This design comes from an exercise in tuning for small area, a short achievable clock period and few clock cycles per item on the open sky130 flow, not from production work. Where RTL was checked, it was by simulation tests only, not by an equivalence proof against the original. No activity file was given, so power comes from the tool's default toggle rates.

before:
## reorder_buffer_commit_retire_unit
module reorder_buffer_commit_retire_unit
#(
    parameter int RING_DEPTH = 64
) (
    input  wire logic                  i_clk,
    input  wire logic                  i_rst_n,
    input  wire logic                  start,
    output logic                       busy,
    input  wire logic [35:0]           i_cmd,
    output logic                       o_done,
    output logic [101:0]               o_result,
    input  wire logic                  i_cfg_we,
    input  wire logic [1:0]            i_cfg_index,
    input  wire logic [6:0]            i_cfg_data
);
export LEC_CHECK = 0
export CAP_MARGIN = 20
export CORE_MARGIN = 2
export CORE_UTILIZATION = 50
export CTS_CLUSTER_DIAMETER = 150
export CTS_CLUSTER_SIZE = 25
export SETUP_SLACK_MARGIN = 1.8
export SLEW_MARGIN = 20
create_clock -name core_clock -period 5.0 [get_ports {i_clk}]
standard.sh (not shown) runs the stock make flow with config.mk's settings and CLKGATE_MAP_FILE= SYNTH_SCRIPT=/design/flow/synth_recipe.tcl, a recipe that flattens the netlist after the stock synthesis.
==> flow/flow/run.sh <==
#!/bin/bash
# The standard layout, with resizer and synthesis options changed:
# - the port buffers are plain buffers (the default pick is a slow delay buffer);
# - resizing may swap a cell for one of another footprint;
# - adders are left to ABC instead of being mapped to the library's
#   ripple full/half-adder cells, so ABC can restructure them for speed.
set -euo pipefail
bash standard.sh "BUFFER_PORTS_ARGS=-buffer_cell sky130_fd_sc_hd__buf_1" \
    MATCH_CELL_FOOTPRINT=0 ADDER_MAP_FILE= finish > make_finish.log 2>&1
Changes in after relative to before:
-- flow/design.v --
<<< before, line 95
    logic [5:0]  run;
    logic [5:0]  probe_inc;
    logic [7:0]  probe_row, probe_col, mark_row;
    logic        probe_mark;
    always_comb begin
        for (int j = 0; j < 8; j++) begin
            probe_row[j] = (r_probe[5:3] == 3'(j));
            probe_col[j] = (r_probe[2:0] == 3'(j));
        end
        for (int j = 0; j < 8; j++) mark_row[j] = |(probe_col & r_marks[8*j +: 8]);
        probe_mark = |(probe_row & mark_row);
    end
    assign scan_step = (r_com != '0) && (r_probe != r_commit) && probe_mark;
    assign run       = r_probe - r_head;     
    assign probe_inc = r_probe + 1'b1;
    function automatic logic ge6(input logic [5:0] a, input logic [5:0] b);
        logic [5:0] p, gg, pp;
        p = a ^ ~b;
        gg = a & ~b;
        pp = p;
        gg[0] = gg[0] | p[0];
        for (int d = 1; d < 6; d = d * 2) begin
            for (int i = 5; i >= d; i--) begin
                gg[i] = gg[i] | (pp[i] & gg[i-d]);
                pp[i] = pp[i] & pp[i-d];
            end
        end
        ge6 = gg[5];
    endfunction
    function automatic logic [5:0] sub6(input logic [5:0] a, input logic [5:0] b);
        logic [5:0] p, g, gg, pp;
>>> after, line 95
    logic [5:0]  run;
    logic [5:0]  probe_inc;
    assign scan_step = (r_com != '0) && (r_probe != r_commit) && r_marks[r_probe];
    assign run       = r_probe - r_head;     
    assign probe_inc = r_probe + 1'b1;
    function automatic logic [5:0] sub6(input logic [5:0] a, input logic [5:0] b);
        logic [5:0] p, g, gg, pp;
<<< before, line 164
    assign occ_base  = 6'(r_com) - r_commit;   
    assign flush_hit = r_unc[6] ||
                       ((r_commit <= r_tail) ? (ge6(slot, r_commit) && !ge6(slot, r_tail))
                                             : (ge6(slot, r_commit) || !ge6(slot, r_tail)));
    assign cur       = r_roc ? 8'(r_unc) : 8'(r_occ);
    assign room      = {1'b0, r_cap} - cur;      
    assign fits      = !room[7] && (7'(i_cmd.request_count) <= room[6:0]);
    assign in_com    = r_com[6] ||
                       ((r_head <= r_commit) ? (ge6(slot, r_head) && !ge6(slot, r_commit))
                                             : (ge6(slot, r_head) || !ge6(slot, r_commit)));
    assign alloc_ok  = is_alloc && !full;
    assign uop_zero  = (i_cmd.uop_number == '0);
>>> after, line 140
    assign occ_base  = 6'(r_com) - r_commit;   
    assign flush_hit = r_unc[6] ||
                       ((r_commit <= r_tail) ? ((slot >= r_commit) && (slot < r_tail))
                                             : ((slot >= r_commit) || (slot < r_tail)));
    assign cur       = r_roc ? 8'(r_unc) : 8'(r_occ);
    assign room      = {1'b0, r_cap} - cur;      
    assign fits      = !room[7] && (7'(i_cmd.request_count) <= room[6:0]);
    assign in_com    = r_com[6] ||
                       ((r_head <= r_commit) ? ((slot >= r_head) && (slot < r_commit))
                                             : ((slot >= r_head) || (slot < r_commit)));
    assign alloc_ok  = is_alloc && !full;
    assign uop_zero  = (i_cmd.uop_number == '0);
Comparing cell area reported after detailed placement for after and before, the smaller number came from after. As of after, die area had fallen by a few percent compared to before. In terms of TritonCTS buffer count, before and after differ only marginally. Taking before as the reference, in after total power went down by about 1.4%, total power density per cell area went up by 13 nW/µm². Taking before as the reference, in after number of global-route vias before repair flat, die outline width went down, met1 usage in global routing shows a reduction of 1.4 points, clock power saw little to no change. Launching instance or port of the critical path = u_datapath.r_commit[0]: before; launching instance or port of the critical path = u_datapath.r_probe[0]: after.
Testbench counts of after, summed over its fixed seeds: cycles 24,121, items 24,000.
The RTL of before was laid out without a check of its function.

* * *

The RTL this note starts from:
==> flow/design.v <==
`timescale 1ns / 1ps
`default_nettype none
package rbcr_pkg;
    localparam int MODE_W    = 3;
    localparam int SLOT_W    = 6;
    localparam int TAG_W     = 16;
    localparam int UOP_W     = 4;
    localparam int REQ_W     = 7;
    localparam int CNT_W     = 7;
    localparam int CTR_W     = 32;
    localparam int CFG_IDX_W = 2;
    localparam int CFG_DAT_W = 7;
    localparam logic [MODE_W-1:0] MODE_ALLOC  = 3'd0;
    localparam logic [MODE_W-1:0] MODE_POP    = 3'd1;
    localparam logic [MODE_W-1:0] MODE_COMMIT = 3'd2;
    localparam logic [MODE_W-1:0] MODE_RETIRE = 3'd3;
    localparam logic [MODE_W-1:0] MODE_FLUSH  = 3'd4;
    localparam logic [MODE_W-1:0] MODE_QUERY  = 3'd5;
    localparam logic [1:0] ST_OK       = 2'd0;
    localparam logic [1:0] ST_FULL     = 2'd1;
    localparam logic [1:0] ST_EMPTY    = 2'd2;
    localparam logic [1:0] ST_MISMATCH = 2'd3;
    localparam logic [CFG_IDX_W-1:0] CFG_CAPACITY = 2'd0;
    localparam logic [CFG_IDX_W-1:0] CFG_REMOVE   = 2'd1;
    localparam logic [CFG_IDX_W-1:0] CFG_SIM      = 2'd2;
    typedef struct packed {
        logic [MODE_W-1:0] mode;
        logic [SLOT_W-1:0] slot;
        logic [TAG_W-1:0]  op_tag;
        logic [UOP_W-1:0]  uop_number;
        logic [REQ_W-1:0]  request_count;
    } t_in;
    typedef struct packed {
        logic [1:0]        status;
        logic [SLOT_W-1:0] alloc_slot;
        logic              can_allocate;
        logic [CNT_W-1:0]  flushed_count;
        logic [CNT_W-1:0]  freed_count;
        logic [CTR_W-1:0]  retired_ops_total;
        logic [CTR_W-1:0]  retired_insns_total;
        logic [CNT_W-1:0]  uncommitted_count;
        logic [CNT_W-1:0]  committed_count;
        logic              all_empty;
    } t_out;
    typedef struct packed {
        logic capture;
        logic exec;
        logic drain_step;
    } t_ctrl_cmd;
    typedef struct packed {
        logic drain_req;
        logic drain_more;
    } t_dp_stat;
endpackage
`default_nettype wire
`timescale 1ns / 1ps
`default_nettype none
module rbcr_datapath
(
    input  wire logic                  i_clk,
    input  wire logic                  i_rst_n,
    input  wire logic                  i_start,
    input  wire logic                  i_cfg_we,
    input  wire logic [1:0]            i_cfg_index,
    input  wire logic [6:0]            i_cfg_data,
    input  rbcr_pkg::t_in              i_cmd,
    output logic                       o_busy,
    output logic                       o_done,
    output rbcr_pkg::t_out             o_result
);
    logic [5:0]  r_head, r_commit, r_tail;
    logic [6:0]  r_com, r_unc;
    logic [31:0] r_ops, r_insns;
    logic [63:0] r_marks;
    logic [63:0] r_zero;
    logic [6:0]  r_cap;
    logic        r_roc;
    logic        r_sim;
    logic        r_done;
    logic        r_wait;
    logic [5:0]  r_probe;
    logic [1:0]  r_status, n_status;
    logic [5:0]  r_alloc, n_alloc;
    logic        r_can, n_can;
    logic [6:0]  r_flushed, n_flushed;
    logic [6:0]  r_freed, n_freed;
    logic [5:0]  n_head, n_commit, n_tail;
    logic [6:0]  n_com, n_unc;
    logic [6:0]  r_occ, n_occ;
    logic [5:0]  occ_base;
    logic [5:0]  n_probe;
    wire  [2:0]  mode = i_cmd.mode;
    wire  [5:0]  slot = i_cmd.slot;
    logic        scan_step;
    logic [5:0]  run;
    logic [5:0]  probe_inc;
    assign scan_step = (r_com != '0) && (r_probe != r_commit) && r_marks[r_probe];
    assign run       = r_probe - r_head;     
    assign probe_inc = r_probe + 1'b1;
    function automatic logic [5:0] sub6(input logic [5:0] a, input logic [5:0] b);
        logic [5:0] p, g, gg, pp;
        p = a ^ ~b;
        g = a & ~b;
        gg = g;
        pp = p;
        gg[0] = g[0] | p[0];
        for (int d = 1; d < 6; d = d * 2) begin
            for (int i = 5; i >= d; i--) begin
                gg[i] = gg[i] | (pp[i] & gg[i-d]);
                pp[i] = pp[i] & pp[i-d];
            end
        end
        sub6 = p ^ {gg[4:0], 1'b1};
    endfunction
    logic        acc;
    logic        is_alloc, is_pop, is_commit, is_retire, is_flush, is_query;
    logic        full;
    logic        unc_zero;
    logic [5:0]  off;
    logic        flush_hit;
    logic [7:0]  cur;
    logic [7:0]  room;
    logic        fits;
    logic        in_com;
    logic        head_ret;
    logic        drain;
    logic        set_mark;
    logic        alloc_ok;
    logic        uop_zero;
    assign acc       = i_start && !r_wait;
    assign is_alloc  = acc && (mode == rbcr_pkg::MODE_ALLOC);
    assign is_pop    = acc && (mode == rbcr_pkg::MODE_POP);
    assign is_commit = acc && (mode == rbcr_pkg::MODE_COMMIT);
    assign is_retire = acc && (mode == rbcr_pkg::MODE_RETIRE);
    assign is_flush  = acc && (mode == rbcr_pkg::MODE_FLUSH);
    assign is_query  = acc && (mode == rbcr_pkg::MODE_QUERY);
    assign full      = r_occ[6];              
    assign unc_zero  = (r_unc == '0);
    assign off       = sub6(slot, r_commit);
    assign occ_base  = 6'(r_com) - r_commit;   
    assign flush_hit = r_unc[6] ||
                       ((r_commit <= r_tail) ? ((slot >= r_commit) && (slot < r_tail))
                                             : ((slot >= r_commit) || (slot < r_tail)));
    assign cur       = r_roc ? 8'(r_unc) : 8'(r_occ);
    assign room      = {1'b0, r_cap} - cur;      
    assign fits      = !room[7] && (7'(i_cmd.request_count) <= room[6:0]);
    assign in_com    = r_com[6] ||
                       ((r_head <= r_commit) ? ((slot >= r_head) && (slot < r_commit))
                                             : ((slot >= r_head) || (slot < r_commit)));
    assign alloc_ok  = is_alloc && !full;
    assign uop_zero  = (i_cmd.uop_number == '0);
    assign head_ret  = is_retire && r_sim && (slot == r_head) && (r_com != '0);
    assign drain     = (head_ret || r_wait) && !scan_step;
    assign set_mark  = is_retire && r_sim && in_com;
    always_comb begin
        n_head    = r_head;
        n_commit  = r_commit;
        n_tail    = r_tail;
        n_com     = r_com;
        n_unc     = r_unc;
        n_occ     = r_occ;
        n_probe   = (scan_step || drain) ? probe_inc : r_probe;
        n_status  = rbcr_pkg::ST_OK;
        n_alloc   = '0;
        n_can     = 1'b0;
        n_flushed = '0;
        n_freed   = '0;
        if (is_alloc) begin
            if (full) begin
                n_status = rbcr_pkg::ST_FULL;
            end else begin
                n_alloc = r_tail;
                n_tail  = r_tail + 1'b1;
                n_unc   = r_unc + 1'b1;
                n_occ   = r_occ + 1'b1;
            end
        end
        if (is_pop) begin
            if (unc_zero) begin
                n_status = rbcr_pkg::ST_EMPTY;
            end else begin
                n_tail = r_tail - 1'b1;
                n_unc  = r_unc - 1'b1;
                n_occ  = r_occ - 1'b1;
            end
        end
        if (is_commit && r_sim) begin
            if (unc_zero) begin
                n_status = rbcr_pkg::ST_EMPTY;
            end else begin
                if (slot != r_commit) n_status = rbcr_pkg::ST_MISMATCH;
                n_commit = r_commit + 1'b1;
                n_unc    = r_unc - 1'b1;
                n_com    = r_com + 1'b1;
            end
        end
        if (drain) begin
            n_head  = r_probe;
            n_com   = {1'b0, sub6(r_commit, r_probe)};
            n_freed = {run == '0, run};
            n_occ   = {1'b0, sub6(r_tail, r_probe)};    
        end
        if (is_flush && flush_hit) begin
            n_flushed = {slot == r_tail, sub6(r_tail, slot)};
            n_occ     = {1'b0, 6'(occ_base + slot)};    
            n_unc     = 7'(off);
            n_tail    = slot;
        end
        if (is_query) begin
            n_can = fits;
        end
    end
    always_ff @(posedge i_clk) begin
        if (!i_rst_n) begin
            r_head   <= '0;
            r_commit <= '0;
            r_tail   <= '0;
            r_com    <= '0;
            r_unc    <= '0;
            r_probe  <= 6'd1;
            r_ops    <= '0;
            r_insns  <= '0;
            r_occ    <= '0;
            r_cap    <= 7'd64;
            r_roc    <= 1'b0;
            r_sim    <= 1'b1;
            r_done   <= 1'b0;
            r_wait   <= 1'b0;
        end else begin
            r_head   <= n_head;
            r_commit <= n_commit;
            r_tail   <= n_tail;
            r_com    <= n_com;
            r_unc    <= n_unc;
            r_occ    <= n_occ;
            r_probe  <= n_probe;
            r_wait   <= (head_ret || r_wait) && scan_step;
            r_done   <= (acc && !head_ret) || drain;
            if (is_retire) r_ops <= r_ops + 1'b1;
            if (is_retire && slot_zero) r_insns <= r_insns + 1'b1;
            if (i_cfg_we) begin
                case (i_cfg_index)
                    rbcr_pkg::CFG_CAPACITY: r_cap <= i_cfg_data;
                    rbcr_pkg::CFG_REMOVE:   r_roc <= i_cfg_data[0];
                    rbcr_pkg::CFG_SIM:      r_sim <= i_cfg_data[0];
                    default: begin
                    end
                endcase
            end
        end
    end
    logic [7:0]  set_row, slot_row, slot_col, we_row, tail_col, zero_row;
    logic [63:0] we, set;
    logic        slot_zero;
    always_comb begin
        for (int j = 0; j < 8; j++) begin
            set_row[j]  = set_mark && (slot[5:3] == 3'(j));
            slot_row[j] = (slot[5:3] == 3'(j));
            slot_col[j] = (slot[2:0] == 3'(j));
            we_row[j]   = alloc_ok && (r_tail[5:3] == 3'(j));
            tail_col[j] = (r_tail[2:0] == 3'(j));
        end
        for (int i = 0; i < 64; i++) begin
            we[i]  = we_row[i / 8] && tail_col[i % 8];
            set[i] = set_row[i / 8] && slot_col[i % 8];
        end
        for (int j = 0; j < 8; j++) zero_row[j] = |(slot_col & r_zero[8*j +: 8]);
        slot_zero = |(slot_row & zero_row);
    end
    always_ff @(posedge i_clk) begin
        r_status  <= n_status;
        r_alloc   <= n_alloc;
        r_can     <= n_can;
        r_flushed <= n_flushed;
        r_freed   <= n_freed;
        for (int i = 0; i < 64; i++) begin
            r_marks[i] <= set[i] || (r_marks[i] && !we[i]);
            if (we[i]) r_zero[i] <= uop_zero;
        end
    end
    assign o_busy = r_wait;
    assign o_done = r_done;
    assign o_result.status              = r_status;
    assign o_result.alloc_slot          = r_alloc;
    assign o_result.can_allocate        = r_can;
    assign o_result.flushed_count       = r_flushed;
    assign o_result.freed_count         = r_freed;
    assign o_result.retired_ops_total   = r_ops;
    assign o_result.retired_insns_total = r_insns;
    assign o_result.uncommitted_count   = r_unc;
    assign o_result.committed_count     = r_com;
    assign o_result.all_empty           = (r_occ == '0);
endmodule
`default_nettype wire
`timescale 1ns / 1ps
`default_nettype none
module reorder_buffer_commit_retire_unit
#(
    parameter int RING_DEPTH = 64
) (
    input  wire logic                  i_clk,
    input  wire logic                  i_rst_n,
    input  wire logic                  start,
    output logic                       busy,
    input  wire logic [35:0]           i_cmd,
    output logic                       o_done,
    output logic [101:0]               o_result,
    input  wire logic                  i_cfg_we,
    input  wire logic [1:0]            i_cfg_index,
    input  wire logic [6:0]            i_cfg_data
);
    rbcr_pkg::t_in       cmd;
    rbcr_pkg::t_out      result;
    assign cmd      = i_cmd;
    assign o_result = result;
    rbcr_datapath u_datapath (
        .i_clk       (i_clk),
        .i_rst_n     (i_rst_n),
        .i_start     (start),
        .i_cfg_we    (i_cfg_we),
        .i_cfg_index (i_cfg_index),
        .i_cfg_data  (i_cfg_data),
        .i_cmd       (cmd),
        .o_busy      (busy),
        .o_done      (o_done),
        .o_result    (result)
    );
endmodule
`default_nettype wire
Settings: LEC_CHECK=0, CAP_MARGIN=20, CORE_MARGIN=2, CORE_UTILIZATION=40, SETUP_SLACK_MARGIN=1.8, SLEW_MARGIN=20; clock period 5.0 ns.
Scripts as last shown in full above: flow/flow/run.sh
Testbench counts at the start, summed over its fixed seeds: cycles 24,121, items 24,000.
Then changed:
--- a/flow/design.v
+++ b/flow/design.v
@@ -98,4 +98,18 @@
     assign run       = r_probe - r_head;     
     assign probe_inc = r_probe + 1'b1;
+    function automatic logic [5:0] add6(input logic [5:0] a, input logic [5:0] b);
+        logic [5:0] p, g, gg, pp;
+        p = a ^ b;
+        g = a & b;
+        gg = g;
+        pp = p;
+        for (int d = 1; d < 6; d = d * 2) begin
+            for (int i = 5; i >= d; i--) begin
+                gg[i] = gg[i] | (pp[i] & gg[i-d]);
+                pp[i] = pp[i] & pp[i-d];
+            end
+        end
+        add6 = p ^ {gg[4:0], 1'b0};
+    endfunction
     function automatic logic [5:0] sub6(input logic [5:0] a, input logic [5:0] b);
         logic [5:0] p, g, gg, pp;
@@ -203,5 +217,5 @@
         if (is_flush && flush_hit) begin
             n_flushed = {slot == r_tail, sub6(r_tail, slot)};
-            n_occ     = {1'b0, 6'(occ_base + slot)};    
+            n_occ     = {1'b0, add6(occ_base, slot)};    
             n_unc     = 7'(off);
             n_tail    = slot;
Result: Cell area rises by a few percent. Synthesized area went up by a few percent. Via count increases by a few percent. Sequential share of layout area fell by 1.8 points. Global-route usage drops by 0.33 points.
For the second run of this note, only the layout was checked, not whether the RTL still works.

==> separate check: timing with driven ports <==
No port has a modelled driver above. Below, the same layouts with a new extraction and two added sets of constraints.
Step 1: set_driving_cell puts a clkbuf_16 on i_clk and a buf_2 on each other input, an assumption about the parent block.
Step 2 times the ports against the registers' clock, not the clock port: input delays grow and output delays shrink by t, the midpoint of the rising clock arrivals with the driver on.
Three values: no drivers, after step 1, after step 2; two values: the first two.
run | t, ns | setup WS [ns] | slew at the worst register clock pin (ns) | pins driven straight from the clock port
before | 0.538 | 1.793 / 1.793 / 1.279 | 0.11 / 0.11 | 1
after | 0.559 | 1.850 / 1.850 / 1.308 | 0.11 / 0.11 | 1
the first run of note 2 | 0.603 | 1.840 / 1.825 / 1.223 | 0.07 / 0.07 | 1
the second run of note 2 | 0.616 | 1.660 / 1.667 / 1.051 | 0.06 / 0.06 | 1
After both steps every run listed still meets setup and hold. For the first run of note 2, which loses most, drivers alone change the setup slack by -0.015 ns; drivers and shift together by -0.617 ns.
